Source: an optimization exercise on an open RTL-to-GDS flow (aim: small area and a short achievable clock period). Production flows keep margins and buffers that such runs may drop.
The RTL was checked by simulation tests, not by an equivalence proof against the original design.

## run A
==> flow/design.v (excerpt) <==
module datapath (
  input  logic             Clock,
  input  logic             clear,
  input  logic [WIDTH-1:0] Mdatain,
  input  logic             Read,
  input  logic             write,
  input  logic R0in,  R1in,  R2in,  R3in,  R4in,  R5in,  R6in,  R7in,
  input  logic R8in,  R9in,  R10in, R11in, R12in, R13in, R14in, R15in,
  input  logic R0out, R1out, R2out, R3out, R4out, R5out, R6out, R7out,
  input  logic R8out, R9out, R10out, R11out, R12out, R13out, R14out, R15out,
  input  logic             PCin,
  input  logic             IRin,
  input  logic             MARin,
  input  logic             MDRin,
  input  logic             Yin,
  input  logic             PCout,
  input  logic             MDRout,
  input  logic             Zlowout,
  input  logic             CSignout,
  input  logic             ZMuxOut,
  input  logic             ZMuxEnbale,
  input  logic             ZSelect,
  input  logic             Zin,
  input  logic             IncPC,
  input  logic             aluin,
  input  logic [OP_W-1:0]  aluControl,
  input  logic             AND,
  output logic [WIDTH-1:0] out
);
Settings: LEC_CHECK=0, CAP_MARGIN=20, CORE_MARGIN=2, CORE_UTILIZATION=45, SLEW_MARGIN=20; clock period 150.0 ns.
standard.sh (not shown) runs the stock make flow with config.mk's settings and CLKGATE_MAP_FILE= SYNTH_SCRIPT=/design/flow/synth_recipe.tcl, a recipe that flattens the netlist after the stock synthesis.
==> flow/flow/run.sh <==
#!/bin/bash
# The standard layout, with timing repair aimed at a setup slack margin
# (see ORFS SETUP_SLACK_MARGIN): the clock period and constraints are unchanged,
# repair just keeps working on the critical paths past zero slack.
set -euo pipefail
export SETUP_SLACK_MARGIN="$(cat flow/setup_margin)"
bash standard.sh finish > standard.log 2>&1
==> flow/flow/setup_margin <==
65
[inputs] run B vs run A
==> flow/run.sh (new file) <==
#!/bin/bash
# synth_recipe.tcl (not shown) runs the flow's synth.tcl, then flattens the netlist and writes it again
# the make line also repeats each setting of config.mk as NAME=value (left out here)
make -C /OpenROAD-flow-scripts/flow DESIGN_CONFIG=/design/flow/config.mk WORK_HOME=/design/flow/orfs CLKGATE_MAP_FILE= SYNTH_SCRIPT=/design/flow/synth_recipe.tcl finish
removed: flow/flow/run.sh
removed: flow/flow/setup_margin
removed: flow/standard.sh
## What came out
As far as boundary pin count goes, run B and run A are indistinguishable; the numbers are identical. Compared with run A, in run B final cell count decreased 725; post-CTS setup buffer count lost 458; utilization shows a reduction of 7.6 points; top fanout value on the critical path climbed 26%. ~same number of combinational gates with multiple inputs in run A and run B. Run A has higher first-pass GRT wire length than run B.
What run C does differently from run B at the input level:
Settings: CORE_UTILIZATION now 50, was 45; ABC_AREA now 1, previously not set.
==> flow/flow/run.sh (new file) <==
#!/bin/bash
# The standard layout, with timing repair aimed at a setup slack margin
# (ORFS SETUP_SLACK_MARGIN): the clock period and constraints are unchanged,
# repair just keeps working on the critical paths past zero slack.
# Pin swapping is left out of repair (SKIP_PIN_SWAP) so the layout stays
# structurally close to the synthesized netlist.
set -euo pipefail
export SETUP_SLACK_MARGIN="$(cat flow/setup_margin)"
export SKIP_PIN_SWAP=1
bash standard.sh finish > standard.log 2>&1
==> flow/flow/setup_margin (new file) <==
50
==> flow/standard.sh (new file) <==
#!/bin/bash
# synth_recipe.tcl (not shown) runs the flow's synth.tcl, then flattens the netlist and writes it again
# the make line also repeats each setting of config.mk as NAME=value (left out here)
make -C /OpenROAD-flow-scripts/flow DESIGN_CONFIG=/design/flow/config.mk WORK_HOME=/design/flow/orfs CLKGATE_MAP_FILE= SYNTH_SCRIPT=/design/flow/synth_recipe.tcl "${@:-finish}"
removed: flow/run.sh
Findings:
- Note that the pin count of the biggest net entering global routing recorded for run B amounts to 0.70 times the value seen in run C.
- Summary of run C over run B: number of rows created at floorplan decreased 8, smallest setup slack after layout went up, worst setup slack for register-to-register paths saw an increase, fraction of layout cells with a size suffix above 1 picked up an extra 5.0 points.
- Relative to run B, the number of violations reported at the end of detailed-routing iteration 0 of run C is higher by 2234.
- Of run C and run B, it is run C that has the higher fmax.
- Both conditions hold for run C: the flow ran to the end and the final layout passed the timing, design-rule and antenna checks.
- On routing usage on met3: between run C and run B, it ends up higher for run B.
- Compared with run B, in run C fraction of the yosys area taken by sequential cells saw a decrease; total number of cells along the worst setup path saw an increase.
Relative to run C, the following input files were edited for run D:
Settings: CORE_UTILIZATION changed from 50 to 45; ABC_AREA removed (was 1).
==> flow/flow/run.sh <==
#!/bin/bash
# The standard layout, with timing repair aimed at a setup slack margin
# (see ORFS SETUP_SLACK_MARGIN): the clock period and constraints are unchanged,
# repair just keeps working on the critical paths past zero slack.
set -euo pipefail
export SETUP_SLACK_MARGIN="$(cat flow/setup_margin)"
bash standard.sh finish > standard.log 2>&1
[summary]
- Result for run C and run D: all clean
- Run comparison: run D most common cell after layout, fill and taps aside nor2_1; run C most common cell after layout, fill and taps aside nand2_1
- A timing endpoint of the critical path of z[40] is what run C shows, while z[43] belongs to run D.
- Re critical path depth: run C was higher than run D.
- Area added between synthesis and finish | run D above run C

## re-timing with driven ports
In the flow no input, the clock included, has a driving cell. The finished layouts below were timed again as built, in two steps.
Step 1: set_driving_cell puts a clkbuf_16 on Clock and a buf_2 on each other input, an assumption about the parent block.
Step 2, shift: input delay + t, output delay - t, t = (earliest + latest rising clock arrival at the registers) / 2. This alone moves slack from input paths to output paths.
Slacks: ideal ports / drivers / drivers and shift; pairs: ideal ports / drivers.
| run | t (ns) | slack for setup (ns) | worst hold slack (ns) |
|---|---|---|---|
| run A | 0.756 | 51.264 / 51.322 / 50.566 | 0.493 / 0.493 / 0.493 |
| run B | 0.766 | 26.658 / 26.719 / 25.954 | 0.492 / 0.492 / 0.492 |
| run C | 0.769 | 51.309 / 51.355 / 50.586 | 0.487 / 0.487 / 0.487 |
| run D | 0.742 | 50.308 / 50.368 / 49.625 | 0.498 / 0.498 / 0.498 |
After both steps every run listed still meets setup and hold. The setup slack of run C, which loses most, moves by +0.046 ns with the drivers and by -0.723 ns with both steps.
